This is an optimization exercise on Yosys and OpenROAD, whose aim is small area and a short achievable clock period, not a production implementation.
Only the layout flow was run in this run; the RTL was not checked for function there.
Power is estimated from default activity; no workload was simulated.

==> design/flow/design.v <==
package mac_pipe_real_pkg;
  localparam logic MODE_MUL = 1'b0;
  localparam logic MODE_ACC = 1'b1;
  function automatic logic signed [63:0] sat_max(input int width);
    sat_max = (64'sd1 <<< (width - 1)) - 64'sd1;
  endfunction
  function automatic logic signed [63:0] sat_min(input int width);
    sat_min = 64'sd0 - (64'sd1 <<< (width - 1));
  endfunction
  function automatic int align_shift(input int a_exp, input int b_exp, input int c_exp);
    align_shift = (a_exp + b_exp) - c_exp;
  endfunction
endpackage
module mac_mul_cs (
  input  logic [15:0] a,
  input  logic [15:0] b,
  output logic [27:0] cs0,
  output logic [27:0] cs1,
  output logic        cin
);
  wire k1;
  wire k2;
  wire k3;
  wire k4;
  wire k5;
  wire k6;
  wire k7;
  wire s8;
  wire c9;
  wire s10;
  wire c11;
  wire s12;
  wire c13;
  wire s14;
  wire c15;
  wire s16;
  wire c17;
  wire s18;
  wire c19;
  wire s20;
  wire c21;
  wire s22;
  wire c23;
  wire s24;
  wire c25;
  wire s26;
  wire c27;
  wire s28;
  wire c29;
  wire s30;
  wire c31;
  wire s32;
  wire c33;
  wire s34;
  wire c35;
  wire s36;
  wire c37;
  wire s38;
  wire c39;
  wire s40;
  wire c41;
  wire s42;
  wire c43;
  wire s44;
  wire c45;
  wire s46;
  wire c47;
  wire s48;
  wire c49;
  wire s50;
  wire c51;
  wire s52;
  wire c53;
  wire s54;
  wire c55;
  wire s56;
  wire c57;
  wire s58;
  wire c59;
  wire s60;
  wire c61;
  wire s62;
  wire c63;
  wire s64;
  wire c65;
  wire s66;
  wire c67;
  wire s68;
  wire c69;
  wire s70;
  wire c71;
  wire s72;
  wire c73;
  wire s74;
  wire c75;
  wire s76;
  wire c77;
  wire s78;
  wire c79;
  wire s80;
  wire c81;
  wire s82;
  wire c83;
  wire s84;
  wire c85;
  wire s86;
  wire c87;
  wire s88;
  wire c89;
  wire s90;
  wire c91;
  wire s92;
  wire c93;
  wire s94;
  wire c95;
  wire s96;
  wire c97;
  wire s98;
  wire c99;
  wire s100;
  wire c101;
  wire s102;
  wire c103;
  wire s104;
  wire c105;
  wire s106;
  wire c107;
  wire s108;
  wire c109;
  wire s110;
  wire c111;
  wire s112;
  wire c113;
  wire s114;
  wire c115;
  wire s116;
  wire c117;
  wire s118;
  wire c119;
  wire s120;
  wire c121;
  wire s122;
  wire c123;
  wire s124;
  wire c125;
  wire s126;
  wire c127;
  wire s128;
  wire c129;
  wire s130;
  wire c131;
  wire s132;
  wire c133;
  wire s134;
  wire c135;
  wire s136;
  wire c137;
  wire s138;
  wire c139;
  wire s140;
  wire c141;
  wire s142;
  wire c143;
  wire s144;
  wire c145;
  wire s146;
  wire c147;
  wire s148;
  wire c149;
  wire s150;
  wire c151;
  wire s152;
  wire c153;
  wire s154;
  wire c155;
  wire s156;
  wire c157;
  wire s158;
  wire c159;
  wire s160;
  wire c161;
  wire s162;
  wire c163;
  wire s164;
  wire c165;
  wire s166;
  wire c167;
  wire s168;
  wire c169;
  wire s170;
  wire c171;
  wire s172;
  wire c173;
  wire s174;
  wire c175;
  wire s176;
  wire c177;
  wire s178;
  wire c179;
  wire s180;
  wire c181;
  wire s182;
  wire c183;
  wire s184;
  wire c185;
  wire s186;
  wire c187;
  wire s188;
  wire c189;
  wire s190;
  wire c191;
  wire s192;
  wire c193;
  wire s194;
  wire c195;
  wire s196;
  wire c197;
  wire s198;
  wire c199;
  wire s200;
  wire c201;
  wire s202;
  wire c203;
  wire s204;
  wire c205;
  wire s206;
  wire c207;
  wire s208;
  wire c209;
  wire s210;
  wire c211;
  wire s212;
  wire c213;
  wire s214;
  wire c215;
  wire s216;
  wire c217;
  wire s218;
  wire c219;
  wire s220;
  wire c221;
  wire s222;
  wire c223;
  wire s224;
  wire c225;
  wire s226;
  wire c227;
  wire s228;
  wire c229;
  wire s230;
  wire c231;
  wire s232;
  wire c233;
  wire s234;
  wire c235;
  wire s236;
  wire c237;
  wire s238;
  wire c239;
  wire lc240;
  wire lc241;
  wire lc242;
  wire lc243;
  wire one0 = b[0] ^ 1'b0;
  wire two0 = (b[1] & ~b[0] & ~1'b0) | (~b[1] & b[0] & 1'b0);
  wire neg0 = b[1];
  wire one1 = b[2] ^ b[1];
  wire two1 = (b[3] & ~b[2] & ~b[1]) | (~b[3] & b[2] & b[1]);
  wire neg1 = b[3];
  wire one2 = b[4] ^ b[3];
  wire two2 = (b[5] & ~b[4] & ~b[3]) | (~b[5] & b[4] & b[3]);
  wire neg2 = b[5];
  wire one3 = b[6] ^ b[5];
  wire two3 = (b[7] & ~b[6] & ~b[5]) | (~b[7] & b[6] & b[5]);
  wire neg3 = b[7];
  wire one4 = b[8] ^ b[7];
  wire two4 = (b[9] & ~b[8] & ~b[7]) | (~b[9] & b[8] & b[7]);
  wire neg4 = b[9];
  wire one5 = b[10] ^ b[9];
  wire two5 = (b[11] & ~b[10] & ~b[9]) | (~b[11] & b[10] & b[9]);
  wire neg5 = b[11];
  wire one6 = b[12] ^ b[11];
  wire two6 = (b[13] & ~b[12] & ~b[11]) | (~b[13] & b[12] & b[11]);
  wire neg6 = b[13];
  wire one7 = b[14] ^ b[13];
  wire two7 = (b[15] & ~b[14] & ~b[13]) | (~b[15] & b[14] & b[13]);
  wire neg7 = b[15];
  wire pp0_0 = ((one0 & a[0]) | (two0 & 1'b0)) ^ neg0;
  wire pp0_1 = ((one0 & a[1]) | (two0 & a[0])) ^ neg0;
  wire pp0_2 = ((one0 & a[2]) | (two0 & a[1])) ^ neg0;
  wire pp0_3 = ((one0 & a[3]) | (two0 & a[2])) ^ neg0;
  wire pp0_4 = ((one0 & a[4]) | (two0 & a[3])) ^ neg0;
  wire pp0_5 = ((one0 & a[5]) | (two0 & a[4])) ^ neg0;
  wire pp0_6 = ((one0 & a[6]) | (two0 & a[5])) ^ neg0;
  wire pp0_7 = ((one0 & a[7]) | (two0 & a[6])) ^ neg0;
  wire pp0_8 = ((one0 & a[8]) | (two0 & a[7])) ^ neg0;
  wire pp0_9 = ((one0 & a[9]) | (two0 & a[8])) ^ neg0;
  wire pp0_10 = ((one0 & a[10]) | (two0 & a[9])) ^ neg0;
  wire pp0_11 = ((one0 & a[11]) | (two0 & a[10])) ^ neg0;
  wire pp0_12 = ((one0 & a[12]) | (two0 & a[11])) ^ neg0;
  wire pp0_13 = ((one0 & a[13]) | (two0 & a[12])) ^ neg0;
  wire pp0_14 = ((one0 & a[14]) | (two0 & a[13])) ^ neg0;
  wire pp0_15 = ((one0 & a[15]) | (two0 & a[14])) ^ neg0;
  wire pp0_16 = ((one0 & a[15]) | (two0 & a[15])) ^ neg0;
  wire pp1_0 = ((one1 & a[0]) | (two1 & 1'b0)) ^ neg1;
  wire pp1_1 = ((one1 & a[1]) | (two1 & a[0])) ^ neg1;
  wire pp1_2 = ((one1 & a[2]) | (two1 & a[1])) ^ neg1;
  wire pp1_3 = ((one1 & a[3]) | (two1 & a[2])) ^ neg1;
  wire pp1_4 = ((one1 & a[4]) | (two1 & a[3])) ^ neg1;
  wire pp1_5 = ((one1 & a[5]) | (two1 & a[4])) ^ neg1;
  wire pp1_6 = ((one1 & a[6]) | (two1 & a[5])) ^ neg1;
  wire pp1_7 = ((one1 & a[7]) | (two1 & a[6])) ^ neg1;
  wire pp1_8 = ((one1 & a[8]) | (two1 & a[7])) ^ neg1;
  wire pp1_9 = ((one1 & a[9]) | (two1 & a[8])) ^ neg1;
  wire pp1_10 = ((one1 & a[10]) | (two1 & a[9])) ^ neg1;
  wire pp1_11 = ((one1 & a[11]) | (two1 & a[10])) ^ neg1;
  wire pp1_12 = ((one1 & a[12]) | (two1 & a[11])) ^ neg1;
  wire pp1_13 = ((one1 & a[13]) | (two1 & a[12])) ^ neg1;
  wire pp1_14 = ((one1 & a[14]) | (two1 & a[13])) ^ neg1;
  wire pp1_15 = ((one1 & a[15]) | (two1 & a[14])) ^ neg1;
  wire pp1_16 = ((one1 & a[15]) | (two1 & a[15])) ^ neg1;
  wire pp2_0 = ((one2 & a[0]) | (two2 & 1'b0)) ^ neg2;
  wire pp2_1 = ((one2 & a[1]) | (two2 & a[0])) ^ neg2;
  wire pp2_2 = ((one2 & a[2]) | (two2 & a[1])) ^ neg2;
  wire pp2_3 = ((one2 & a[3]) | (two2 & a[2])) ^ neg2;
  wire pp2_4 = ((one2 & a[4]) | (two2 & a[3])) ^ neg2;
  wire pp2_5 = ((one2 & a[5]) | (two2 & a[4])) ^ neg2;
  wire pp2_6 = ((one2 & a[6]) | (two2 & a[5])) ^ neg2;
  wire pp2_7 = ((one2 & a[7]) | (two2 & a[6])) ^ neg2;
  wire pp2_8 = ((one2 & a[8]) | (two2 & a[7])) ^ neg2;
  wire pp2_9 = ((one2 & a[9]) | (two2 & a[8])) ^ neg2;
  wire pp2_10 = ((one2 & a[10]) | (two2 & a[9])) ^ neg2;
  wire pp2_11 = ((one2 & a[11]) | (two2 & a[10])) ^ neg2;
  wire pp2_12 = ((one2 & a[12]) | (two2 & a[11])) ^ neg2;
  wire pp2_13 = ((one2 & a[13]) | (two2 & a[12])) ^ neg2;
  wire pp2_14 = ((one2 & a[14]) | (two2 & a[13])) ^ neg2;
  wire pp2_15 = ((one2 & a[15]) | (two2 & a[14])) ^ neg2;
  wire pp2_16 = ((one2 & a[15]) | (two2 & a[15])) ^ neg2;
  wire pp3_0 = ((one3 & a[0]) | (two3 & 1'b0)) ^ neg3;
  wire pp3_1 = ((one3 & a[1]) | (two3 & a[0])) ^ neg3;
  wire pp3_2 = ((one3 & a[2]) | (two3 & a[1])) ^ neg3;
  wire pp3_3 = ((one3 & a[3]) | (two3 & a[2])) ^ neg3;
  wire pp3_4 = ((one3 & a[4]) | (two3 & a[3])) ^ neg3;
  wire pp3_5 = ((one3 & a[5]) | (two3 & a[4])) ^ neg3;
  wire pp3_6 = ((one3 & a[6]) | (two3 & a[5])) ^ neg3;
  wire pp3_7 = ((one3 & a[7]) | (two3 & a[6])) ^ neg3;
  wire pp3_8 = ((one3 & a[8]) | (two3 & a[7])) ^ neg3;
  wire pp3_9 = ((one3 & a[9]) | (two3 & a[8])) ^ neg3;
  wire pp3_10 = ((one3 & a[10]) | (two3 & a[9])) ^ neg3;
  wire pp3_11 = ((one3 & a[11]) | (two3 & a[10])) ^ neg3;
  wire pp3_12 = ((one3 & a[12]) | (two3 & a[11])) ^ neg3;
  wire pp3_13 = ((one3 & a[13]) | (two3 & a[12])) ^ neg3;
  wire pp3_14 = ((one3 & a[14]) | (two3 & a[13])) ^ neg3;
  wire pp3_15 = ((one3 & a[15]) | (two3 & a[14])) ^ neg3;
  wire pp3_16 = ((one3 & a[15]) | (two3 & a[15])) ^ neg3;
  wire pp4_0 = ((one4 & a[0]) | (two4 & 1'b0)) ^ neg4;
  wire pp4_1 = ((one4 & a[1]) | (two4 & a[0])) ^ neg4;
  wire pp4_2 = ((one4 & a[2]) | (two4 & a[1])) ^ neg4;
  wire pp4_3 = ((one4 & a[3]) | (two4 & a[2])) ^ neg4;
  wire pp4_4 = ((one4 & a[4]) | (two4 & a[3])) ^ neg4;
  wire pp4_5 = ((one4 & a[5]) | (two4 & a[4])) ^ neg4;
  wire pp4_6 = ((one4 & a[6]) | (two4 & a[5])) ^ neg4;
  wire pp4_7 = ((one4 & a[7]) | (two4 & a[6])) ^ neg4;
  wire pp4_8 = ((one4 & a[8]) | (two4 & a[7])) ^ neg4;
  wire pp4_9 = ((one4 & a[9]) | (two4 & a[8])) ^ neg4;
  wire pp4_10 = ((one4 & a[10]) | (two4 & a[9])) ^ neg4;
  wire pp4_11 = ((one4 & a[11]) | (two4 & a[10])) ^ neg4;
  wire pp4_12 = ((one4 & a[12]) | (two4 & a[11])) ^ neg4;
  wire pp4_13 = ((one4 & a[13]) | (two4 & a[12])) ^ neg4;
  wire pp4_14 = ((one4 & a[14]) | (two4 & a[13])) ^ neg4;
  wire pp4_15 = ((one4 & a[15]) | (two4 & a[14])) ^ neg4;
  wire pp4_16 = ((one4 & a[15]) | (two4 & a[15])) ^ neg4;
  wire pp5_0 = ((one5 & a[0]) | (two5 & 1'b0)) ^ neg5;
  wire pp5_1 = ((one5 & a[1]) | (two5 & a[0])) ^ neg5;
  wire pp5_2 = ((one5 & a[2]) | (two5 & a[1])) ^ neg5;
  wire pp5_3 = ((one5 & a[3]) | (two5 & a[2])) ^ neg5;
  wire pp5_4 = ((one5 & a[4]) | (two5 & a[3])) ^ neg5;
  wire pp5_5 = ((one5 & a[5]) | (two5 & a[4])) ^ neg5;
  wire pp5_6 = ((one5 & a[6]) | (two5 & a[5])) ^ neg5;
  wire pp5_7 = ((one5 & a[7]) | (two5 & a[6])) ^ neg5;
  wire pp5_8 = ((one5 & a[8]) | (two5 & a[7])) ^ neg5;
  wire pp5_9 = ((one5 & a[9]) | (two5 & a[8])) ^ neg5;
  wire pp5_10 = ((one5 & a[10]) | (two5 & a[9])) ^ neg5;
  wire pp5_11 = ((one5 & a[11]) | (two5 & a[10])) ^ neg5;
  wire pp5_12 = ((one5 & a[12]) | (two5 & a[11])) ^ neg5;
  wire pp5_13 = ((one5 & a[13]) | (two5 & a[12])) ^ neg5;
  wire pp5_14 = ((one5 & a[14]) | (two5 & a[13])) ^ neg5;
  wire pp5_15 = ((one5 & a[15]) | (two5 & a[14])) ^ neg5;
  wire pp5_16 = ((one5 & a[15]) | (two5 & a[15])) ^ neg5;
  wire pp6_0 = ((one6 & a[0]) | (two6 & 1'b0)) ^ neg6;
  wire pp6_1 = ((one6 & a[1]) | (two6 & a[0])) ^ neg6;
  wire pp6_2 = ((one6 & a[2]) | (two6 & a[1])) ^ neg6;
  wire pp6_3 = ((one6 & a[3]) | (two6 & a[2])) ^ neg6;
  wire pp6_4 = ((one6 & a[4]) | (two6 & a[3])) ^ neg6;
  wire pp6_5 = ((one6 & a[5]) | (two6 & a[4])) ^ neg6;
  wire pp6_6 = ((one6 & a[6]) | (two6 & a[5])) ^ neg6;
  wire pp6_7 = ((one6 & a[7]) | (two6 & a[6])) ^ neg6;
  wire pp6_8 = ((one6 & a[8]) | (two6 & a[7])) ^ neg6;
  wire pp6_9 = ((one6 & a[9]) | (two6 & a[8])) ^ neg6;
  wire pp6_10 = ((one6 & a[10]) | (two6 & a[9])) ^ neg6;
  wire pp6_11 = ((one6 & a[11]) | (two6 & a[10])) ^ neg6;
  wire pp6_12 = ((one6 & a[12]) | (two6 & a[11])) ^ neg6;
  wire pp6_13 = ((one6 & a[13]) | (two6 & a[12])) ^ neg6;
  wire pp6_14 = ((one6 & a[14]) | (two6 & a[13])) ^ neg6;
  wire pp6_15 = ((one6 & a[15]) | (two6 & a[14])) ^ neg6;
  wire pp6_16 = ((one6 & a[15]) | (two6 & a[15])) ^ neg6;
  wire pp7_0 = ((one7 & a[0]) | (two7 & 1'b0)) ^ neg7;
  wire pp7_1 = ((one7 & a[1]) | (two7 & a[0])) ^ neg7;
  wire pp7_2 = ((one7 & a[2]) | (two7 & a[1])) ^ neg7;
  wire pp7_3 = ((one7 & a[3]) | (two7 & a[2])) ^ neg7;
  wire pp7_4 = ((one7 & a[4]) | (two7 & a[3])) ^ neg7;
  wire pp7_5 = ((one7 & a[5]) | (two7 & a[4])) ^ neg7;
  wire pp7_6 = ((one7 & a[6]) | (two7 & a[5])) ^ neg7;
  wire pp7_7 = ((one7 & a[7]) | (two7 & a[6])) ^ neg7;
  wire pp7_8 = ((one7 & a[8]) | (two7 & a[7])) ^ neg7;
  wire pp7_9 = ((one7 & a[9]) | (two7 & a[8])) ^ neg7;
  wire pp7_10 = ((one7 & a[10]) | (two7 & a[9])) ^ neg7;
  wire pp7_11 = ((one7 & a[11]) | (two7 & a[10])) ^ neg7;
  wire pp7_12 = ((one7 & a[12]) | (two7 & a[11])) ^ neg7;
  wire pp7_13 = ((one7 & a[13]) | (two7 & a[12])) ^ neg7;
  wire pp7_14 = ((one7 & a[14]) | (two7 & a[13])) ^ neg7;
  wire pp7_15 = ((one7 & a[15]) | (two7 & a[14])) ^ neg7;
  wire pp7_16 = ((one7 & a[15]) | (two7 & a[15])) ^ neg7;
  assign k1 = ~(pp1_14);
  assign k2 = ~(pp1_14);
  assign k3 = ~(pp2_15);
  assign k4 = ~(pp3_15);
  assign k5 = ~(pp4_15);
  assign k6 = ~(pp5_15);
  assign k7 = ~(pp7_15);
  assign s8 = neg5 ^ pp0_10;
  assign c9 = neg5 & pp0_10;
  assign s10 = pp0_11 ^ pp1_9;
  assign c11 = pp0_11 & pp1_9;
  assign s12 = neg6 ^ pp0_12 ^ pp1_10;
  assign c13 = (neg6 & pp0_12) | (neg6 & pp1_10) | (pp0_12 & pp1_10);
  assign s14 = pp2_8 ^ pp3_6;
  assign c15 = pp2_8 & pp3_6;
  assign s16 = pp0_13 ^ pp1_11 ^ pp2_9;
  assign c17 = (pp0_13 & pp1_11) | (pp0_13 & pp2_9) | (pp1_11 & pp2_9);
  assign s18 = pp3_7 ^ pp4_5;
  assign c19 = pp3_7 & pp4_5;
  assign s20 = neg7 ^ pp0_14 ^ pp1_12;
  assign c21 = (neg7 & pp0_14) | (neg7 & pp1_12) | (pp0_14 & pp1_12);
  assign s22 = pp2_10 ^ pp3_8 ^ pp4_6;
  assign c23 = (pp2_10 & pp3_8) | (pp2_10 & pp4_6) | (pp3_8 & pp4_6);
  assign s24 = pp5_4 ^ pp6_2;
  assign c25 = pp5_4 & pp6_2;
  assign s26 = pp0_15 ^ pp1_13 ^ pp2_11;
  assign c27 = (pp0_15 & pp1_13) | (pp0_15 & pp2_11) | (pp1_13 & pp2_11);
  assign s28 = pp3_9 ^ pp4_7 ^ pp5_5;
  assign c29 = (pp3_9 & pp4_7) | (pp3_9 & pp5_5) | (pp4_7 & pp5_5);
  assign s30 = pp6_3 ^ pp7_1;
  assign c31 = pp6_3 & pp7_1;
  assign s32 = pp2_12 ^ pp3_10 ^ pp4_8;
  assign c33 = (pp2_12 & pp3_10) | (pp2_12 & pp4_8) | (pp3_10 & pp4_8);
  assign s34 = pp5_6 ^ pp6_4 ^ pp7_2;
  assign c35 = (pp5_6 & pp6_4) | (pp5_6 & pp7_2) | (pp6_4 & pp7_2);
  assign s36 = ~pp0_16 ^ k1;
  assign c37 = ~pp0_16 & k1;
  assign s38 = pp1_15 ^ pp2_13 ^ pp3_11;
  assign c39 = (pp1_15 & pp2_13) | (pp1_15 & pp3_11) | (pp2_13 & pp3_11);
  assign s40 = pp4_9 ^ pp5_7 ^ pp6_5;
  assign c41 = (pp4_9 & pp5_7) | (pp4_9 & pp6_5) | (pp5_7 & pp6_5);
  assign s42 = pp7_3 ^ k2;
  assign c43 = pp7_3 & k2;
  assign s44 = pp1_14 ^ pp2_14 ^ pp3_12;
  assign c45 = (pp1_14 & pp2_14) | (pp1_14 & pp3_12) | (pp2_14 & pp3_12);
  assign s46 = pp4_10 ^ pp5_8 ^ pp6_6;
  assign c47 = (pp4_10 & pp5_8) | (pp4_10 & pp6_6) | (pp5_8 & pp6_6);
  assign s48 = pp7_4 ^ ~pp1_16;
  assign c49 = pp7_4 & ~pp1_16;
  assign s50 = pp3_13 ^ pp4_11 ^ pp5_9;
  assign c51 = (pp3_13 & pp4_11) | (pp3_13 & pp5_9) | (pp4_11 & pp5_9);
  assign s52 = pp6_7 ^ pp7_5;
  assign c53 = pp6_7 & pp7_5;
  assign s54 = pp2_15 ^ pp3_14 ^ pp4_12;
  assign c55 = (pp2_15 & pp3_14) | (pp2_15 & pp4_12) | (pp3_14 & pp4_12);
  assign s56 = pp5_10 ^ pp6_8;
  assign c57 = pp5_10 & pp6_8;
  assign s58 = pp4_13 ^ pp5_11;
  assign c59 = pp4_13 & pp5_11;
  assign s60 = pp3_15 ^ pp4_14;
  assign c61 = pp3_15 & pp4_14;
  assign s62 = neg3 ^ pp0_6;
  assign c63 = neg3 & pp0_6;
  assign s64 = pp0_7 ^ pp1_5;
  assign c65 = pp0_7 & pp1_5;
  assign s66 = neg4 ^ pp0_8 ^ pp1_6;
  assign c67 = (neg4 & pp0_8) | (neg4 & pp1_6) | (pp0_8 & pp1_6);
  assign s68 = pp2_4 ^ pp3_2;
  assign c69 = pp2_4 & pp3_2;
  assign s70 = pp0_9 ^ pp1_7 ^ pp2_5;
  assign c71 = (pp0_9 & pp1_7) | (pp0_9 & pp2_5) | (pp1_7 & pp2_5);
  assign s72 = pp3_3 ^ pp4_1;
  assign c73 = pp3_3 & pp4_1;
  assign s74 = pp1_8 ^ pp2_6 ^ pp3_4;
  assign c75 = (pp1_8 & pp2_6) | (pp1_8 & pp3_4) | (pp2_6 & pp3_4);
  assign s76 = pp4_2 ^ pp5_0 ^ s8;
  assign c77 = (pp4_2 & pp5_0) | (pp4_2 & s8) | (pp5_0 & s8);
  assign s78 = pp2_7 ^ pp3_5 ^ pp4_3;
  assign c79 = (pp2_7 & pp3_5) | (pp2_7 & pp4_3) | (pp3_5 & pp4_3);
  assign s80 = pp5_1 ^ c9 ^ s10;
  assign c81 = (pp5_1 & c9) | (pp5_1 & s10) | (c9 & s10);
  assign s82 = pp4_4 ^ pp5_2 ^ pp6_0;
  assign c83 = (pp4_4 & pp5_2) | (pp4_4 & pp6_0) | (pp5_2 & pp6_0);
  assign s84 = c11 ^ s14 ^ s12;
  assign c85 = (c11 & s14) | (c11 & s12) | (s14 & s12);
  assign s86 = pp5_3 ^ pp6_1 ^ c15;
  assign c87 = (pp5_3 & pp6_1) | (pp5_3 & c15) | (pp6_1 & c15);
  assign s88 = s18 ^ c13 ^ s16;
  assign c89 = (s18 & c13) | (s18 & s16) | (c13 & s16);
  assign s90 = pp7_0 ^ c19 ^ s24;
  assign c91 = (pp7_0 & c19) | (pp7_0 & s24) | (c19 & s24);
  assign s92 = c17 ^ s20 ^ s22;
  assign c93 = (c17 & s20) | (c17 & s22) | (s20 & s22);
  assign s94 = c25 ^ s30 ^ c21;
  assign c95 = (c25 & s30) | (c25 & c21) | (s30 & c21);
  assign s96 = c23 ^ s26 ^ s28;
  assign c97 = (c23 & s26) | (c23 & s28) | (s26 & s28);
  assign s98 = c31 ^ s36 ^ c27;
  assign c99 = (c31 & s36) | (c31 & c27) | (s36 & c27);
  assign s100 = c29 ^ s32 ^ s34;
  assign c101 = (c29 & s32) | (c29 & s34) | (s32 & s34);
  assign s102 = c37 ^ s42 ^ c33;
  assign c103 = (c37 & s42) | (c37 & c33) | (s42 & c33);
  assign s104 = c35 ^ s38 ^ s40;
  assign c105 = (c35 & s38) | (c35 & s40) | (s38 & s40);
  assign s106 = c43 ^ s48 ^ c39;
  assign c107 = (c43 & s48) | (c43 & c39) | (s48 & c39);
  assign s108 = c41 ^ s44 ^ s46;
  assign c109 = (c41 & s44) | (c41 & s46) | (s44 & s46);
  assign s110 = k3 ^ c49 ^ s52;
  assign c111 = (k3 & c49) | (k3 & s52) | (c49 & s52);
  assign s112 = c45 ^ c47 ^ s50;
  assign c113 = (c45 & c47) | (c45 & s50) | (c47 & s50);
  assign s114 = pp7_6 ^ ~pp2_16 ^ c53;
  assign c115 = (pp7_6 & ~pp2_16) | (pp7_6 & c53) | (~pp2_16 & c53);
  assign s116 = s56 ^ c51 ^ s54;
  assign c117 = (s56 & c51) | (s56 & s54) | (c51 & s54);
  assign s118 = pp6_9 ^ pp7_7 ^ k4;
  assign c119 = (pp6_9 & pp7_7) | (pp6_9 & k4) | (pp7_7 & k4);
  assign s120 = c57 ^ s58 ^ c55;
  assign c121 = (c57 & s58) | (c57 & c55) | (s58 & c55);
  assign s122 = pp5_12 ^ pp6_10 ^ pp7_8;
  assign c123 = (pp5_12 & pp6_10) | (pp5_12 & pp7_8) | (pp6_10 & pp7_8);
  assign s124 = ~pp3_16 ^ c59 ^ s60;
  assign c125 = (~pp3_16 & c59) | (~pp3_16 & s60) | (c59 & s60);
  assign s126 = pp5_13 ^ pp6_11 ^ pp7_9;
  assign c127 = (pp5_13 & pp6_11) | (pp5_13 & pp7_9) | (pp6_11 & pp7_9);
  assign s128 = k5 ^ c61;
  assign c129 = k5 & c61;
  assign s130 = pp4_15 ^ pp5_14 ^ pp6_12;
  assign c131 = (pp4_15 & pp5_14) | (pp4_15 & pp6_12) | (pp5_14 & pp6_12);
  assign s132 = pp7_10 ^ ~pp4_16;
  assign c133 = pp7_10 & ~pp4_16;
  assign s134 = pp6_13 ^ pp7_11;
  assign c135 = pp6_13 & pp7_11;
  assign s136 = pp5_15 ^ pp6_14;
  assign c137 = pp5_15 & pp6_14;
  assign s138 = neg2 ^ pp0_4;
  assign c139 = neg2 & pp0_4;
  assign s140 = pp0_5 ^ pp1_3;
  assign c141 = pp0_5 & pp1_3;
  assign s142 = pp1_4 ^ pp2_2 ^ pp3_0;
  assign c143 = (pp1_4 & pp2_2) | (pp1_4 & pp3_0) | (pp2_2 & pp3_0);
  assign s144 = pp2_3 ^ pp3_1 ^ c63;
  assign c145 = (pp2_3 & pp3_1) | (pp2_3 & c63) | (pp3_1 & c63);
  assign s146 = pp4_0 ^ c65 ^ s68;
  assign c147 = (pp4_0 & c65) | (pp4_0 & s68) | (c65 & s68);
  assign s148 = c69 ^ s72 ^ c67;
  assign c149 = (c69 & s72) | (c69 & c67) | (s72 & c67);
  assign s150 = c73 ^ c71 ^ s74;
  assign c151 = (c73 & c71) | (c73 & s74) | (c71 & s74);
  assign s152 = c75 ^ s78 ^ c77;
  assign c153 = (c75 & s78) | (c75 & c77) | (s78 & c77);
  assign s154 = c79 ^ s82 ^ c81;
  assign c155 = (c79 & s82) | (c79 & c81) | (s82 & c81);
  assign s156 = c83 ^ s86 ^ c85;
  assign c157 = (c83 & s86) | (c83 & c85) | (s86 & c85);
  assign s158 = c87 ^ s90 ^ c89;
  assign c159 = (c87 & s90) | (c87 & c89) | (s90 & c89);
  assign s160 = c91 ^ s94 ^ c93;
  assign c161 = (c91 & s94) | (c91 & c93) | (s94 & c93);
  assign s162 = c95 ^ s98 ^ c97;
  assign c163 = (c95 & s98) | (c95 & c97) | (s98 & c97);
  assign s164 = c99 ^ s102 ^ c101;
  assign c165 = (c99 & s102) | (c99 & c101) | (s102 & c101);
  assign s166 = c103 ^ s106 ^ c105;
  assign c167 = (c103 & s106) | (c103 & c105) | (s106 & c105);
  assign s168 = s110 ^ c107 ^ c109;
  assign c169 = (s110 & c107) | (s110 & c109) | (c107 & c109);
  assign s170 = s114 ^ c111 ^ c113;
  assign c171 = (s114 & c111) | (s114 & c113) | (c111 & c113);
  assign s172 = s118 ^ c115 ^ s120;
  assign c173 = (s118 & c115) | (s118 & s120) | (c115 & s120);
  assign s174 = s122 ^ c119 ^ s124;
  assign c175 = (s122 & c119) | (s122 & s124) | (c119 & s124);
  assign s176 = c123 ^ s126 ^ s128;
  assign c177 = (c123 & s126) | (c123 & s128) | (s126 & s128);
  assign s178 = s132 ^ c127 ^ s130;
  assign c179 = (s132 & c127) | (s132 & s130) | (c127 & s130);
  assign s180 = k6 ^ c133 ^ s134;
  assign c181 = (k6 & c133) | (k6 & s134) | (c133 & s134);
  assign s182 = pp7_12 ^ ~pp5_16 ^ c135;
  assign c183 = (pp7_12 & ~pp5_16) | (pp7_12 & c135) | (~pp5_16 & c135);
  assign s184 = pp6_15 ^ pp7_13;
  assign c185 = pp6_15 & pp7_13;
  assign s186 = neg1 ^ pp0_2;
  assign c187 = neg1 & pp0_2;
  assign s188 = pp0_3 ^ pp1_1;
  assign c189 = pp0_3 & pp1_1;
  assign s190 = pp1_2 ^ pp2_0 ^ s138;
  assign c191 = (pp1_2 & pp2_0) | (pp1_2 & s138) | (pp2_0 & s138);
  assign s192 = pp2_1 ^ c139 ^ s140;
  assign c193 = (pp2_1 & c139) | (pp2_1 & s140) | (c139 & s140);
  assign s194 = c141 ^ s62 ^ s142;
  assign c195 = (c141 & s62) | (c141 & s142) | (s62 & s142);
  assign s196 = s64 ^ c143 ^ s144;
  assign c197 = (s64 & c143) | (s64 & s144) | (c143 & s144);
  assign s198 = s66 ^ c145 ^ s146;
  assign c199 = (s66 & c145) | (s66 & s146) | (c145 & s146);
  assign s200 = s70 ^ c147 ^ s148;
  assign c201 = (s70 & c147) | (s70 & s148) | (c147 & s148);
  assign s202 = s76 ^ c149 ^ s150;
  assign c203 = (s76 & c149) | (s76 & s150) | (c149 & s150);
  assign s204 = s80 ^ c151 ^ s152;
  assign c205 = (s80 & c151) | (s80 & s152) | (c151 & s152);
  assign s206 = s84 ^ c153 ^ s154;
  assign c207 = (s84 & c153) | (s84 & s154) | (c153 & s154);
  assign s208 = s88 ^ c155 ^ s156;
  assign c209 = (s88 & c155) | (s88 & s156) | (c155 & s156);
  assign s210 = s92 ^ c157 ^ s158;
  assign c211 = (s92 & c157) | (s92 & s158) | (c157 & s158);
  assign s212 = s96 ^ c159 ^ s160;
  assign c213 = (s96 & c159) | (s96 & s160) | (c159 & s160);
  assign s214 = s100 ^ c161 ^ s162;
  assign c215 = (s100 & c161) | (s100 & s162) | (c161 & s162);
  assign s216 = s104 ^ c163 ^ s164;
  assign c217 = (s104 & c163) | (s104 & s164) | (c163 & s164);
  assign s218 = s108 ^ c165 ^ s166;
  assign c219 = (s108 & c165) | (s108 & s166) | (c165 & s166);
  assign s220 = s112 ^ c167 ^ s168;
  assign c221 = (s112 & c167) | (s112 & s168) | (c167 & s168);
  assign s222 = s116 ^ c169 ^ s170;
  assign c223 = (s116 & c169) | (s116 & s170) | (c169 & s170);
  assign s224 = c117 ^ c171 ^ s172;
  assign c225 = (c117 & c171) | (c117 & s172) | (c171 & s172);
  assign s226 = c121 ^ s174 ^ c173;
  assign c227 = (c121 & s174) | (c121 & c173) | (s174 & c173);
  assign s228 = c125 ^ s176 ^ c175;
  assign c229 = (c125 & s176) | (c125 & c175) | (s176 & c175);
  assign s230 = c129 ^ s178 ^ c177;
  assign c231 = (c129 & s178) | (c129 & c177) | (s178 & c177);
  assign s232 = c131 ^ s180 ^ c179;
  assign c233 = (c131 & s180) | (c131 & c179) | (s180 & c179);
  assign s234 = s136 ^ s182 ^ c181;
  assign c235 = (s136 & s182) | (s136 & c181) | (s182 & c181);
  assign s236 = c137 ^ s184 ^ c183;
  assign c237 = (c137 & s184) | (c137 & c183) | (s184 & c183);
  assign s238 = pp7_14 ^ ~pp6_16 ^ c185;
  assign c239 = (pp7_14 & ~pp6_16) | (pp7_14 & c185) | (~pp6_16 & c185);
  assign lc240 = (neg0 & pp0_0) | (neg0 & 1'b0) | (pp0_0 & 1'b0);
  assign lc241 = (pp0_1 & 1'b0) | (pp0_1 & lc240) | (1'b0 & lc240);
  assign lc242 = (pp1_0 & s186) | (pp1_0 & lc241) | (s186 & lc241);
  assign lc243 = (c187 & s188) | (c187 & lc242) | (s188 & lc242);
  assign cs0 = {1'b1, pp7_15, k7, s238, c235, s234, s232, s230, s228, c225, c223, c221, c219, c217, c215, c213, c211, c209, c207, c205, c203, c201, c199, c197, c195, c193, c191, c189};
  assign cs1 = {1'b0, ~pp7_16, c239, c237, s236, c233, c231, c229, c227, s226, s224, s222, s220, s218, s216, s214, s212, s210, s208, s206, s204, s202, s200, s198, s196, s194, s192, s190};
  assign cin = lc243;
endmodule
module mac_acc_sat (
  input  logic [27:0] cs0,
  input  logic [27:0] cs1,
  input  logic        cin,
  input  logic [23:0] acc,
  input  logic        acc_hit,
  input  logic        acc_sgn,
  input  logic        add_acc,
  output logic [23:0] res,
  output logic        hit,
  output logic        sgn
);
  wire [23:0] acc_e = acc_hit ? {acc_sgn, {23{~acc_sgn}}} : acc;
  wire [23:0] acc_g = add_acc ? acc_e : 24'd0;
  wire [27:0] accr = {4'b0000, ~acc_g[23], acc_g[22:0]};
  wire [27:0] y0 = cs0 ^ cs1 ^ accr;
  wire [27:0] y1 = {((cs0[26:0] & cs1[26:0]) | (cs0[26:0] & accr[26:0]) | (cs1[26:0] & accr[26:0])), cin};
  wire [27:0] g0 = y0 & y1;
  wire [27:0] p0 = y0 ^ y1;
  wire pg1 = g0[1] | (p0[1] & g0[0]);
  wire pg2 = g0[3] | (p0[3] & g0[2]);
  wire pp2 = p0[3] & p0[2];
  wire pg3 = g0[5] | (p0[5] & g0[4]);
  wire pp3 = p0[5] & p0[4];
  wire pg4 = g0[7] | (p0[7] & g0[6]);
  wire pp4 = p0[7] & p0[6];
  wire pg5 = g0[9] | (p0[9] & g0[8]);
  wire pp5 = p0[9] & p0[8];
  wire pg6 = g0[11] | (p0[11] & g0[10]);
  wire pp6 = p0[11] & p0[10];
  wire pg7 = g0[13] | (p0[13] & g0[12]);
  wire pp7 = p0[13] & p0[12];
  wire pg8 = g0[15] | (p0[15] & g0[14]);
  wire pp8 = p0[15] & p0[14];
  wire pg9 = g0[17] | (p0[17] & g0[16]);
  wire pp9 = p0[17] & p0[16];
  wire pg10 = g0[19] | (p0[19] & g0[18]);
  wire pp10 = p0[19] & p0[18];
  wire pg11 = g0[21] | (p0[21] & g0[20]);
  wire pp11 = p0[21] & p0[20];
  wire pg12 = g0[23] | (p0[23] & g0[22]);
  wire pp12 = p0[23] & p0[22];
  wire pg13 = g0[25] | (p0[25] & g0[24]);
  wire pp13 = p0[25] & p0[24];
  wire pg14 = g0[27] | (p0[27] & g0[26]);
  wire pp14 = p0[27] & p0[26];
  wire pg15 = g0[2] | (p0[2] & pg1);
  wire pg16 = pg2 | (pp2 & pg1);
  wire pg17 = g0[6] | (p0[6] & pg3);
  wire pp17 = p0[6] & pp3;
  wire pg18 = pg4 | (pp4 & pg3);
  wire pp18 = pp4 & pp3;
  wire pg19 = g0[10] | (p0[10] & pg5);
  wire pp19 = p0[10] & pp5;
  wire pg20 = pg6 | (pp6 & pg5);
  wire pp20 = pp6 & pp5;
  wire pg21 = g0[14] | (p0[14] & pg7);
  wire pp21 = p0[14] & pp7;
  wire pg22 = pg8 | (pp8 & pg7);
  wire pp22 = pp8 & pp7;
  wire pg23 = g0[18] | (p0[18] & pg9);
  wire pp23 = p0[18] & pp9;
  wire pg24 = pg10 | (pp10 & pg9);
  wire pp24 = pp10 & pp9;
  wire pg25 = g0[22] | (p0[22] & pg11);
  wire pp25 = p0[22] & pp11;
  wire pg26 = pg12 | (pp12 & pg11);
  wire pp26 = pp12 & pp11;
  wire pg27 = g0[26] | (p0[26] & pg13);
  wire pp27 = p0[26] & pp13;
  wire pg28 = pg14 | (pp14 & pg13);
  wire pp28 = pp14 & pp13;
  wire pg29 = g0[4] | (p0[4] & pg16);
  wire pg30 = pg3 | (pp3 & pg16);
  wire pg31 = pg17 | (pp17 & pg16);
  wire pg32 = pg18 | (pp18 & pg16);
  wire pg33 = g0[12] | (p0[12] & pg20);
  wire pp33 = p0[12] & pp20;
  wire pg34 = pg7 | (pp7 & pg20);
  wire pp34 = pp7 & pp20;
  wire pg35 = pg21 | (pp21 & pg20);
  wire pp35 = pp21 & pp20;
  wire pg36 = pg22 | (pp22 & pg20);
  wire pp36 = pp22 & pp20;
  wire pg37 = g0[20] | (p0[20] & pg24);
  wire pp37 = p0[20] & pp24;
  wire pg38 = pg11 | (pp11 & pg24);
  wire pp38 = pp11 & pp24;
  wire pg39 = pg25 | (pp25 & pg24);
  wire pp39 = pp25 & pp24;
  wire pg40 = pg26 | (pp26 & pg24);
  wire pp40 = pp26 & pp24;
  wire pg41 = g0[8] | (p0[8] & pg32);
  wire pg42 = pg5 | (pp5 & pg32);
  wire pg43 = pg19 | (pp19 & pg32);
  wire pg44 = pg20 | (pp20 & pg32);
  wire pg45 = pg33 | (pp33 & pg32);
  wire pg46 = pg34 | (pp34 & pg32);
  wire pg47 = pg35 | (pp35 & pg32);
  wire pg48 = pg36 | (pp36 & pg32);
  wire pg49 = g0[24] | (p0[24] & pg40);
  wire pp49 = p0[24] & pp40;
  wire pg50 = pg13 | (pp13 & pg40);
  wire pp50 = pp13 & pp40;
  wire pg51 = pg27 | (pp27 & pg40);
  wire pp51 = pp27 & pp40;
  wire pg52 = pg28 | (pp28 & pg40);
  wire pp52 = pp28 & pp40;
  wire pg53 = g0[16] | (p0[16] & pg48);
  wire pg54 = pg9 | (pp9 & pg48);
  wire pg55 = pg23 | (pp23 & pg48);
  wire pg56 = pg24 | (pp24 & pg48);
  wire pg57 = pg37 | (pp37 & pg48);
  wire pg58 = pg38 | (pp38 & pg48);
  wire pg59 = pg39 | (pp39 & pg48);
  wire pg60 = pg40 | (pp40 & pg48);
  wire pg61 = pg49 | (pp49 & pg48);
  wire pg62 = pg50 | (pp50 & pg48);
  wire pg63 = pg51 | (pp51 & pg48);
  wire pg64 = pg52 | (pp52 & pg48);
  wire pg65 = g0[2] | (p0[2] & g0[1]);
  wire pp65 = p0[2] & p0[1];
  wire pg66 = pg65 | (pp65 & g0[0]);
  wire pg67 = g0[4] | (p0[4] & g0[3]);
  wire pp67 = p0[4] & p0[3];
  wire pg68 = pg67 | (pp67 & pg66);
  wire pg69 = g0[8] | (p0[8] & g0[7]);
  wire pp69 = p0[8] & p0[7];
  wire pg70 = pg69 | (pp69 & pg31);
  wire pg71 = g0[16] | (p0[16] & g0[15]);
  wire pp71 = p0[16] & p0[15];
  wire pg72 = pg71 | (pp71 & pg47);
  wire [27:0] s = {(p0[27] ^ pg63), (p0[26] ^ pg62), (p0[25] ^ pg61), (p0[24] ^ pg60), (p0[23] ^ pg59), (p0[22] ^ pg58), (p0[21] ^ pg57), (p0[20] ^ pg56), (p0[19] ^ pg55), (p0[18] ^ pg54), (p0[17] ^ pg72), (p0[16] ^ pg48), (p0[15] ^ pg47), (p0[14] ^ pg46), (p0[13] ^ pg45), (p0[12] ^ pg44), (p0[11] ^ pg43), (p0[10] ^ pg42), (p0[9] ^ pg70), (p0[8] ^ pg32), (p0[7] ^ pg31), (p0[6] ^ pg30), (p0[5] ^ pg68), (p0[4] ^ pg16), (p0[3] ^ pg66), (p0[2] ^ pg1), (p0[1] ^ g0[0]), p0[0]};
  assign hit = ~(&s[27:23]) & (|s[27:23]);
  assign sgn = s[27];
  assign res = s[23:0];
endmodule
module mac_pipe_real
#(
  parameter int N_CH       = 4,
  parameter int PIPE_DEPTH = 2,
  parameter int a_width    = 16,
  parameter int a_exponent = -8,
  parameter int b_width    = 16,
  parameter int b_exponent = -8,
  parameter int c_width    = 24,
  parameter int c_exponent = -12
) (
  input  logic                      clk,
  input  logic                      rst,
  input  logic                      cke,
  input  logic                      mode,
  input  logic                      clr,
  input  logic                      in_valid,
  input  logic [N_CH*a_width-1:0]   a,
  input  logic [N_CH*b_width-1:0]   b,
  output logic                      out_valid,
  output logic [N_CH*c_width-1:0]   c,
  output logic [N_CH-1:0]           sat
);
  logic                    s1_vld;
  logic                    s1_clr;
  logic                    s1_mode;
  logic [27:0]             s1_cs0 [N_CH];
  logic [27:0]             s1_cs1 [N_CH];
  logic [N_CH-1:0]         s1_cin;
  logic [27:0]             mul_cs0 [N_CH];
  logic [27:0]             mul_cs1 [N_CH];
  logic [N_CH-1:0]         mul_cin;
  always_ff @(posedge clk) begin
    if (rst) begin
      s1_vld <= 1'b0;
      s1_clr <= 1'b0;
    end else if (cke) begin
      s1_vld <= in_valid;
      s1_clr <= clr;
    end
  end
  for (genvar k = 0; k < N_CH; k++) begin : g_mul
    mac_mul_cs u_mul (
      .a   (a[k*a_width +: a_width]),
      .b   (b[k*b_width +: b_width]),
      .cs0 (mul_cs0[k]),
      .cs1 (mul_cs1[k]),
      .cin (mul_cin[k])
    );
  end
  always_ff @(posedge clk) begin
    if (cke) begin
      s1_mode <= mode;
      for (int k = 0; k < N_CH; k++) begin
        s1_cs0[k] <= mul_cs0[k];
        s1_cs1[k] <= mul_cs1[k];
      end
      s1_cin  <= mul_cin;
    end
  end
  logic [c_width-1:0] acc_raw [N_CH];
  logic [N_CH-1:0]    acc_hit;
  logic [N_CH-1:0]    acc_sgn;
  logic [c_width-1:0] lane_res [N_CH];
  logic [N_CH-1:0]    lane_hit;
  logic [N_CH-1:0]    lane_sgn;
  logic               add_acc;
  logic               upd_acc;
  assign add_acc = s1_mode & ~s1_clr;
  assign upd_acc = s1_mode | s1_clr;
  for (genvar k = 0; k < N_CH; k++) begin : g_lane
    mac_acc_sat u_lane (
      .cs0     (s1_cs0[k]),
      .cs1     (s1_cs1[k]),
      .cin     (s1_cin[k]),
      .acc     (acc_raw[k]),
      .acc_hit (acc_hit[k]),
      .acc_sgn (acc_sgn[k]),
      .add_acc (add_acc),
      .res     (lane_res[k]),
      .hit     (lane_hit[k]),
      .sgn     (lane_sgn[k])
    );
  end
  logic [c_width-1:0] c_raw [N_CH];
  logic [N_CH-1:0]    c_hit;
  logic [N_CH-1:0]    c_sgn;
  always_ff @(posedge clk) begin
    if (cke) begin
      for (int k = 0; k < N_CH; k++) c_raw[k] <= lane_res[k];
      c_hit <= lane_hit;
      c_sgn <= lane_sgn;
    end
  end
  always_comb begin
    for (int k = 0; k < N_CH; k++)
      c[k*c_width +: c_width] = c_hit[k] ? {c_sgn[k], {(c_width-1){~c_sgn[k]}}} : c_raw[k];
  end
  always_ff @(posedge clk) begin
    if (rst) begin
      out_valid <= 1'b0;
      acc_hit   <= '0;
      acc_sgn   <= '0;
      sat       <= '0;
      for (int k = 0; k < N_CH; k++) acc_raw[k] <= '0;
    end else if (cke) begin
      out_valid <= s1_vld;
      for (int k = 0; k < N_CH; k++) begin
        if (s1_vld) begin
          if (upd_acc) begin
            acc_raw[k] <= lane_res[k];
            acc_hit[k] <= lane_hit[k];
            acc_sgn[k] <= lane_sgn[k];
          end
          sat[k] <= (sat[k] & ~s1_clr) | lane_hit[k];
        end else if (s1_clr) begin
          acc_raw[k] <= '0;
          acc_hit[k] <= 1'b0;
          acc_sgn[k] <= 1'b0;
          sat[k]     <= 1'b0;
        end
      end
    end
  end
endmodule
==> design/flow/flow/run.sh <==
#!/bin/bash
set -e
export SETUP_SLACK_MARGIN=5.5
export BUFFER_PORTS_ARGS="-buffer_cell sky130_fd_sc_hd__buf_4"
R=orfs/results/sky130hd/mac_pipe_real/base
bash standard.sh synth > synth.log 2>&1
python3 flow/polarity.py $R/1_2_yosys.v > polarity.log 2>&1
rm -f $R/1_synth.odb $R/1_synth.sdc
bash standard.sh MATCH_CELL_FOOTPRINT=0 finish > standard.log 2>&1
==> design/flow/flow/polarity.py <==
#!/usr/bin/env python3
"""Remove inverters around full-adder cells in a mapped sky130 netlist.

A full adder is self-dual: FA(~a, ~b, ~c) = (~sum, ~cout). Synthesis often leaves
inverters between full adders (and between flip-flops, full adders and half adders);
this script chooses, for every full adder, whether it computes the true or the
complemented function so as to need as few inverters as possible, then rebuilds the
inverters: at most one per signal, only where a consumer needs the other polarity.
Only combinational inverter cells and full adders are touched; flip-flops are not.
Usage: polarity.py NETLIST.v   (rewrites the file in place, prints a summary)
"""
import re
import sys

path = sys.argv[1]
txt = open(path).read()

mstart = txt.index('module ')
hdr_end = txt.index(';', mstart) + 1
body_end = txt.rindex('endmodule')
header = txt[:hdr_end]
body = txt[hdr_end:body_end]
tail = txt[body_end:]

# split body into statements
stmts = []
for m in re.finditer(r'[^;]*;', body, re.S):
    stmts.append(m.group(0))

cell_re = re.compile(r'^\s*(sky130_fd_sc_hd__\w+)\s+(\S+)\s*\((.*)\)\s*;\s*$', re.S)
pin_re = re.compile(r'\.(\w+)\s*\(\s*([^()]*?)\s*\)')

OUTPINS = {'X', 'Y', 'Q', 'Q_N', 'SUM', 'COUT', 'HI', 'LO'}
cells = []   # dict(type,name,pins(list of (pin,net)), idx)
others = []  # (idx, text)
special_nets = set()   # nets appearing in assigns or ports
for i, s in enumerate(stmts):
    m = cell_re.match(s)
    if m:
        pins = pin_re.findall(m.group(3))
        cells.append({'type': m.group(1), 'name': m.group(2), 'pins': [(p, n.strip()) for p, n in pins], 'idx': i})
    else:
        others.append((i, s))
        st = s.strip()
        if st.startswith('assign'):
            for n in re.findall(r'[\\\w\[\]\.$]+', st[len('assign'):]):
                special_nets.add(n)
        if re.match(r'^\s*(input|output|inout)\b', s):
            decl = re.sub(r'^\s*(input|output|inout)\s*(\[[^\]]*\])?', '', s).strip().rstrip(';')
            for n in decl.split(','):
                special_nets.add(n.strip())

def base_name(n):
    return re.sub(r'\[\d+\]$', '', n)

def is_special(n):
    return n in special_nets or base_name(n) in special_nets

def is_inv(c):
    return re.match(r'sky130_fd_sc_hd__(inv|clkinv)_\d+$', c['type']) is not None

def is_fa(c):
    return re.match(r'sky130_fd_sc_hd__fa_\d+$', c['type']) is not None

# drivers
driver = {}
for c in cells:
    for p, n in c['pins']:
        if p in OUTPINS:
            driver[n] = c

# managed inverters: plain inverter whose output net is not special
inv_out = {}
for c in cells:
    if is_inv(c):
        d = dict(c['pins'])
        if not is_special(d['Y']):
            c['managed'] = True
            inv_out[d['Y']] = d['A']

def resolve(n):
    """net -> (base net, parity) through managed inverters"""
    par = 0
    seen = 0
    while n in inv_out and seen < 100:
        n = inv_out[n]
        par ^= 1
        seen += 1
    return n, par

fas = [c for c in cells if is_fa(c)]
fa_of_out = {}
for k, c in enumerate(fas):
    c['k'] = k
    for p, n in c['pins']:
        if p in ('SUM', 'COUT'):
            fa_of_out[n] = k

# consumers per base net: list of (cell, pin, parity, fa index or None)
cons = {}
for c in cells:
    if c.get('managed'):
        continue
    for p, n in c['pins']:
        if p in OUTPINS:
            continue
        if n.startswith("1'b") or n == '':
            continue
        b, par = resolve(n)
        cons.setdefault(b, []).append((c, p, par, c['k'] if is_fa(c) else None))
# special nets driven by managed inverter? excluded by construction. Special nets read
# through assigns: treat as fixed consumers of polarity 0 of their own net.
for n in list(special_nets):
    pass

flip = [0] * len(fas)

def group_cost(b):
    src = flip[fa_of_out[b]] if b in fa_of_out else 0
    need = set()
    for c, p, par, k in cons.get(b, []):
        q = par ^ (flip[k] if k is not None else 0)
        need.add(q)
    # special nets that are base nets themselves need their true value on the net
    if is_special(b):
        need.add(0)
    return 1 if (need - {src}) else 0

def fa_groups(k):
    c = fas[k]
    gs = set()
    for p, n in c['pins']:
        if p in ('SUM', 'COUT'):
            gs.add(n)
        else:
            if n.startswith("1'b"):
                continue
            gs.add(resolve(n)[0])
    return gs

groups_of = [fa_groups(k) for k in range(len(fas))]
before = sum(group_cost(b) for b in cons)
n_inv_before = sum(1 for c in cells if c.get('managed'))
changed = True
it = 0
while changed and it < 50:
    changed = False
    it += 1
    for k in range(len(fas)):
        gs = groups_of[k]
        c0 = sum(group_cost(b) for b in gs)
        flip[k] ^= 1
        c1 = sum(group_cost(b) for b in gs)
        if c1 < c0:
            changed = True
        else:
            flip[k] ^= 1
after = sum(group_cost(b) for b in cons)

# rebuild
new_inv = {}
new_stmts = []
cnt = 0
def inv_net(b):
    global cnt
    if b not in new_inv:
        cnt += 1
        nn = f"polinv_n{cnt}"
        new_inv[b] = (nn, f"polinv_i{cnt}")
    return new_inv[b][0]

for b, lst in cons.items():
    src = flip[fa_of_out[b]] if b in fa_of_out else 0
    for c, p, par, k in lst:
        q = par ^ (flip[k] if k is not None else 0)
        net = b if q == src else inv_net(b)
        c.setdefault('newpins', {})[p] = net
    if is_special(b) and src != 0:
        raise SystemExit(f"special net {b} would be complemented")

def esc(n):
    return n + " " if n.startswith("\\") else n

out_body = []
for i, s in enumerate(stmts):
    out_body.append(None)
for i, s in others:
    out_body[i] = s
for c in cells:
    if c.get('managed'):
        out_body[c['idx']] = ''
        continue
    np = c.get('newpins', {})
    pins = ",\n".join(f"    .{p}({esc(np.get(p, n))})" for p, n in c['pins'])
    out_body[c['idx']] = f"\n  {c['type']} {c['name']} (\n{pins}\n  );"
extra = []
for b, (nn, iname) in new_inv.items():
    extra.append(f"\n  wire {nn};")
for b, (nn, iname) in new_inv.items():
    extra.append(f"\n  sky130_fd_sc_hd__inv_1 {iname} (\n    .A({esc(b)}),\n    .Y({nn})\n  );")
# wire declarations go first: insert extra wires right after header, cells at the end
res = header + "".join(extra[:len(new_inv)]) + "".join(x for x in out_body if x) + "".join(extra[len(new_inv):]) + "\n" + tail
open(path, 'w').write(res)
print(f"full adders {len(fas)}, flipped {sum(flip)}; inverters {n_inv_before} -> {len(new_inv)} (model {before} -> {after})")
==> design/flow/standard.sh <==
#!/bin/bash
# synth_recipe.tcl (not shown) runs the flow's synth.tcl, then flattens the netlist and writes it again
# the make line also repeats each setting of config.mk as NAME=value (left out here)
make -C /OpenROAD-flow-scripts/flow DESIGN_CONFIG=/design/flow/config.mk WORK_HOME=/design/flow/orfs CLKGATE_MAP_FILE= SYNTH_SCRIPT=/design/flow/synth_recipe.tcl "${@:-finish}"
==> design/flow/config.mk <==
export PLATFORM = sky130hd
export DESIGN_NAME = mac_pipe_real
export DESIGN_NICKNAME = mac_pipe_real
export VERILOG_FILES = /design/flow/design.v
export SDC_FILE = /design/flow/constraint.sdc
export NUM_CORES = 4
export LEC_CHECK = 0
export ABC_AREA = 1
export CAP_MARGIN = 20
export CORE_MARGIN = 2
export CORE_UTILIZATION = 40
export SLEW_MARGIN = 20
export TNS_END_PERCENT = 5
==> design/flow/constraint.sdc <==
create_clock -name core_clock -period 10.0 [get_ports {clk}]
set_input_delay 2.0000 -clock core_clock [delete_from_list [all_inputs] [get_ports {clk}]]
set_output_delay 2.0000 -clock core_clock [all_outputs]
set_load 0.01 [all_outputs]
==> impl_metrics.env <==
export IMPL_status="complete, no violations"
export IMPL_ctsHtreeMaxLevel=2
export IMPL_p_int_mw=8.603
export IMPL_final_cell_count_no_fill=6160
export IMPL_maxSlewViolCount=0
export IMPL_swShare=0.4538
export IMPL_routed_wl_um=119100
export IMPL_cellPowerDensity_mw_per_mm2=314.1
export IMPL_arrival_ns=5.05
export IMPL_nNetsFinal=5540
export IMPL_overflow=0
export IMPL_r2r_start="s1_clr"
export IMPL_cp_slowest_stage_delay_ns=0.50
export IMPL_area_delta_synth_final_pct=18.60
export IMPL_max_slew_margin=0.2865
export IMPL_clock_latency_ns=0.65
export IMPL_period_share=0.4670
export IMPL_power_leakage_nw=22.16
export IMPL_setup_ws_ns=5.330
export IMPL_fmax_mhz=214.1
export IMPL_place_hpwl_um=85700
export IMPL_worstHoldStart="acc_raw[2][15]"
export IMPL_setup_viol_count_final=0
export IMPL_cts_buffers=55
export IMPL_dieHeight_um=329.1
export IMPL_vias=32742
export IMPL_worst_pin_slew_ns=1.069
export IMPL_design_power_total_mw=15.75
export IMPL_antenna_diode_count=0
export IMPL_worstPathBufferInverterCount=5
export IMPL_yosys_warnings=12
export IMPL_required_ns=10.38
export IMPL_irDropWorstVdd_mv=0.1939
export IMPL_final_hold_viol_count=0
export IMPL_ant_nets=0
export IMPL_cts_clk_slew_worst_paths_ns=0.06
export IMPL_p_seq_frac=0.236
export IMPL_ctsHoldBuffers=0
export IMPL_clkPwrFrac=0.137
export IMPL_design_core_area_mm2=0.1051
export IMPL_syn_area_per_cell_um2=9.361
export IMPL_holdPathStages=2
export IMPL_antenna_found_initial=1
export IMPL_dp_cells=5895
export IMPL_critical_path_slowest_cell="inv_1"
export IMPL_die_area_mm2=0.1083
export IMPL_reg2reg_depth=25
export IMPL_maxCapViolations=0
export IMPL_num_io_pins=235
export IMPL_vias_per_cell=5.315
export IMPL_path_depth=11
export IMPL_critPathCaptureType="flip-flop"
export IMPL_min_path_type="flip-flop to flip-flop"
export IMPL_postSynthNetCount=5335
export IMPL_grt_max_degree=83
export IMPL_place_congestion=0.9023
export IMPL_rows=119
export IMPL_cts_buffer_depth=3
export IMPL_setup_tns_ns=0
export IMPL_drtIter0Drc=2431
export IMPL_grt_pass1_vias=33124
export IMPL_switchingPower_mw=7.149
export IMPL_cp_max_fo=19
export IMPL_die_w_um=329.1
export IMPL_setup_worst_path_start_class="primary input"
export IMPL_p_comb_frac=0.626
export IMPL_dpl_worst_slack_ns=4.330
export IMPL_crit_chain="buf_4 -> inv_1 -> o22ai_1 -> xor2_1 -> fa_1 -> inv_1 -> fa_1 -> inv_1 -> fa_1 -> fa_1 -> inv_1"
export IMPL_cts_num_sinks=436
export IMPL_root_buffer="clkbuf_16"
export IMPL_grt_usage=0.2187
export IMPL_drt_pass1_iter_count=7
export IMPL_wire_per_inst_um=19.34
export IMPL_cts_tree="yes"
export IMPL_skew_ns=0.03583
export IMPL_rsz0062_at_grt="yes"
export IMPL_initial_core_util=0.4023
export IMPL_grt_pass1_wl_um=186800
export IMPL_netlist_area_mm2=0.04228
export IMPL_finalCriticalPeriod_ns=4.670
export IMPL_cp_top_family="adder cells"
export IMPL_crit_start="a[47]"
export IMPL_crit_type="primary input to flip-flop"
export IMPL_layout_drive_gt1_share=0.1986
export IMPL_synthCells=4517
export IMPL_io_buffers=234
export IMPL_drc=0
-- layer usage --
layer | GRT usage | part of all wire | vias to the layer above | wire length (um)
li1 | - | - | 15286 | -
met1 | 0.2958 | 0.43 | 16127 | 51520
met2 | 0.3624 | 0.48 | 1130 | 56750
met3 | 0.03366 | 0.062 | 199 | 7408
met4 | 0.06542 | 0.029 | 0 | 3433
met5 | 0 | 0 | - | 0
-- cell type report --
type	count	area (um2)
Clock inverter	42	543.0
Fill cell	9944	54970
Sequential cell	436	11980
Inverter	605	2604
Multi-Input combinational cell	3216	28380
Timing Repair Buffer	402	3430
Tap cell	1391	1740
Clock buffer	62	1434
Timing Repair inverter	6	35.03
-- worst paths after layout --
kind,end,slack (ns)
worst max-delay path,s1_cs1[2][14],5.33
worst min-delay path,acc_raw[2][15],0.46
worst max register to register,acc_hit[1],5.94
worst min register to register,acc_raw[2][15],0.46
-- flip-flops by register name (all words and copies together) (netlist names) --
name       flops
sat            4
c_hit          4
acc_sgn        4
c_sgn          4
c_raw         96
out_valid      1
acc_raw       96
acc_hit        4
s1_vld         1
s1_cin         4
s1_cs1       108
s1_clr         1
s1_cs0       108
s1_mode        1
-- what timing repair did --
| item | 4_1_cts | 5_1_grt |
|---|---|---|
| gates resized for setup | 33 | 146 |
| setup endpoints to repair | 286 | 269 |
| gates cloned | 6 | 2 |
| setup buffers | 71 | 82 |
| pin swaps | 25 | 30 |
-- per-stage QoR --
step / area [um2] / utilization / hold WS (ns)
floorplan: 44070 / - / 0.4409
global placement: 46070 / 0.4383 / 0.4501
finish: 50150 / 0.4771 / 0.4608
CTS: 48840 / 0.4646 / 0.4619
global route: 50150 / 0.4771 / 0.4743
detailed placement: 46070 / 0.4383 / 0.4522
-- worst reg2reg max path, delay by kind of cell, from the launching register on --
kind / cells / cell delay, ns
AO/OA/AOI/OAI: 3 / 0.46
adder cells (fa/ha/maj): 3 / 1.11
buffers and inverters: 4 / 0.62
flip-flops: 1 / 0.36
AND/OR/NAND/NOR: 15 / 1.35
-- power groups by stage --
stage	logic, mW	clock network [mW]	registers (mW)
global route	11.3	2.30	3.82
floorplan	7.09	0	3.63
finish	9.87	2.17	3.72
CTS	9.97	2.23	3.74
global placement	9.57	0	3.74
detailed placement	9.79	0	3.75
-- cells in the final DEF, fill, tap and decap left out, types with 110 or more instances in the layout --
| master | n |
|---|---|
| fa_1 | 429 |
| o22ai_1 | 429 |
| inv_1 | 507 |
| ha_1 | 224 |
| nand2_1 | 680 |
| buf_4 | 354 |
| o21ai_0 | 126 |
| edfxtp_1 | 325 |
| a21oi_1 | 189 |
| xor2_1 | 515 |
| nor2_1 | 112 |
| dfxtp_1 | 110 |

what the ideal ports hide:
Ports are ideal in the flow. The routed layout listed here was re-timed in OpenROAD. Step 1 (the two cells are an assumption about what drives the block):
set clk [get_ports {clk}]
set_driving_cell -lib_cell sky130_fd_sc_hd__clkbuf_16 $clk
set_driving_cell -lib_cell sky130_fd_sc_hd__buf_2 [delete_from_list [all_inputs] $clk]
Step 2 times the ports against the registers' clock, not the clock port: input delays grow and output delays shrink by t, the midpoint of the rising clock arrivals with the driver on. Three values: no drivers, after step 1, after step 2; two values: the first two.
shift t [ns]: 0.700
setup slack, ns: 5.330 / 5.374 / 4.674
latest minus earliest clock arrival (ns): 0.038 / 0.038
cell pins on the clock port's net: 1
After both steps this run still meets setup and hold. For this run, drivers alone change the setup slack by +0.044 ns; drivers and shift together by -0.656 ns.
